This is an optimization exercise on Yosys and OpenROAD, whose aim is small area, not a production implementation.
Function was checked by simulation only, so behaviour that the tests miss may differ from the original.
Power is estimated from default activity; no workload was simulated.

## lru_page_replacement_unit
module lru_page_replacement_unit (
  input  logic        clk,
  input  logic        rst_n,
  input  logic        cfg_valid,
  output logic        cfg_ready,
  input  logic [3:0]  cfg_data,
  input  logic        in_tvalid,
  output logic        in_tready,
  input  logic [15:0] in_tdata,    
  input  logic        in_tuser,    
  output logic        out_tvalid,
  input  logic        out_tready,
  output logic [55:0] out_tdata    
);
  localparam logic [1:0] S_IDLE = 2'd0;
  localparam logic [1:0] S_SCAN = 2'd1;
  localparam logic [1:0] S_UPD  = 2'd2;
  localparam logic [1:0] S_PRES = 2'd3;
  logic [1:0]  state_r;
  logic [2:0]  phase_r;       
  logic [3:0]  valid_r;       
  logic [2:0]  nm1_r;         
  logic [31:0] fault_r;
  logic [15:0] pg_r;          
  logic        hit_r;
  logic [2:0]  slot_r;
  logic [2:0]  lim_r;
  logic [15:0] ring_pg [8];
  logic [2:0]  ring_rk [8];
  logic [15:0] cur_pg;
  logic [2:0]  cur_rk;
  logic [15:0] nxt_pg;
  logic [2:0]  nxt_rk;
  logic        cur_act;
  logic        cur_val;
  logic        at_slot;
  logic        empty;
  logic        last;
  logic        first;
  logic        start;
  logic        scan;
  logic        upd;
  logic        wr;
  logic        cap;
  logic        capev;
  logic        srch;        
  logic        s_hit;
  logic        s_ld;
  logic        s_lim;
  logic        fin;
  logic        clr;
  logic        inc;
  logic [32:0] fc;
  logic [31:0] fault_d;
  logic        cfg_ld;
  logic [2:0]  cfg_nm1;
  assign cfg_ready = 1'b1;
  assign cur_pg  = ring_pg[7];
  assign cur_rk  = ring_rk[7];
  assign cur_act = (phase_r <= nm1_r);
  assign cur_val = ({1'b0, phase_r} < valid_r);
  assign at_slot = (phase_r == slot_r);
  assign empty   = (valid_r <= {1'b0, nm1_r});
  assign last    = (phase_r == 3'd7);
  assign first   = (phase_r == 3'd0);
  assign scan    = (state_r == S_SCAN);
  assign upd     = (state_r == S_UPD);
  assign in_tready = upd && last;
  assign start     = (state_r == S_IDLE) && last && in_tvalid;
  assign wr     = upd && at_slot;
  assign nxt_pg = ({16{wr}} & in_tdata) | ({16{!wr}} & cur_pg);
  always_comb begin
    nxt_rk = cur_rk;
    if (upd) begin
      if (at_slot) begin
        nxt_rk = 3'd0;
      end else if (cur_val && ((!hit_r && empty) || (cur_rk < lim_r))) begin
  ...
==> flow/config.mk <==
export PLATFORM = sky130hd
export DESIGN_NAME = lru_page_replacement_unit
export DESIGN_NICKNAME = lru_page_replacement_unit
export VERILOG_FILES = /design/flow/design.v
export SDC_FILE = /design/flow/constraint.sdc
export NUM_CORES = 4
export LEC_CHECK = 0
export ABC_AREA = 1
export CAP_MARGIN = 20
export CORE_MARGIN = 2
export CORE_UTILIZATION = 60
export SLEW_MARGIN = 20
==> flow/constraint.sdc <==
create_clock -name core_clock -period 5.0 [get_ports {clk}]
set_input_delay 1.0000 -clock core_clock [delete_from_list [all_inputs] [get_ports {clk}]]
set_output_delay 1.0000 -clock core_clock [all_outputs]
set_load 0.01 [all_outputs]
standard.sh (not shown) runs the stock make flow with config.mk's settings and CLKGATE_MAP_FILE= SYNTH_SCRIPT=/design/flow/synth_recipe.tcl, a recipe that flattens the netlist after the stock synthesis.
==> flow/flow/run.sh <==
#!/bin/bash
# Own layout flow: the standard flow (standard.sh, all ORFS steps) with
#  - synthesis: an area-oriented ABC script (flow/abc_area.script, picked by
#    ABC_AREA=1 in config.mk) and no extraction of half/full adder cells;
#    registers are mapped exactly as in the standard synthesis,
#  - the smallest buffer (buf_1) on every input and output port,
#  - a clock tree with larger sink clusters and no dummy loads.
# make's output goes to standard.log; ORFS keeps each step's log in orfs/logs.
set -euo pipefail
W=$(pwd)
rm -rf "$W/scripts"
cp -r "$FLOW_HOME/scripts" "$W/scripts"
cp "$W/flow/abc_area.script" "$W/scripts/abc_area.script"
export SCRIPTS_DIR="$W/scripts"
export ADDER_MAP_FILE=
export BUFFER_PORTS_ARGS="-buffer_cell sky130_fd_sc_hd__buf_1"
export CTS_ARGS="-sink_clustering_enable -repair_clock_nets -dont_use_dummy_load -sink_clustering_size 35 -sink_clustering_max_diameter 60 -buf_list {sky130_fd_sc_hd__clkbuf_16}"
bash "$W/standard.sh" > "$W/standard.log" 2>&1
==> flow/flow/abc_area.script <==
&get -n
&st
&dch
&nf -R 1000
&st
&syn2
&dch
&nf -R 1000
&put
Next try:
--- a/flow/flow/run.sh
+++ b/flow/flow/run.sh
@@ -15,4 +15,4 @@
 export ADDER_MAP_FILE=
 export BUFFER_PORTS_ARGS="-buffer_cell sky130_fd_sc_hd__buf_1"
-export CTS_ARGS="-sink_clustering_enable -repair_clock_nets -dont_use_dummy_load -sink_clustering_size 35 -sink_clustering_max_diameter 60 -buf_list {sky130_fd_sc_hd__clkbuf_16}"
+export CTS_ARGS="-sink_clustering_enable -repair_clock_nets -dont_use_dummy_load -sink_clustering_size 20 -sink_clustering_max_diameter 60 -buf_list {sky130_fd_sc_hd__clkbuf_8}"
 bash "$W/standard.sh" > "$W/standard.log" 2>&1
- CORE_UTILIZATION: 60 -> 40
Clock power goes down by about 16%; setup slack is worse by 0.026 ns; non-clock buffer count is unchanged; die area rises by about 50%; power drops by 5.4%.

[what the ideal ports hide]
Ports are ideal in the flow. The routed layouts listed here were re-timed in OpenROAD.
Step 1 (the two cells are an assumption about what drives the block):
set clk [get_ports {clk}]
set_driving_cell -lib_cell sky130_fd_sc_hd__clkbuf_16 $clk
set_driving_cell -lib_cell sky130_fd_sc_hd__buf_2 [delete_from_list [all_inputs] $clk]
Step 2 also shifts input and output timing later by t, the mid clock arrival at the registers, as if the neighbouring blocks saw the same clock.
Three values: no drivers, after step 1, after step 2; two values: the first two.
run | shift t [ns] | slack for setup (ns) | hold slack, ns | worst register clock-pin slew, ns | pins driven straight from the clock port
the first run | 0.476 | 1.715 / 1.679 / 2.045 | 0.292 / 0.292 / 0.292 | 0.11 / 0.11 | 1
the second run | 0.497 | 1.689 / 1.654 / 1.992 | 0.275 / 0.275 / 0.275 | 0.11 / 0.11 | 1
After both steps every run listed still meets setup and hold.
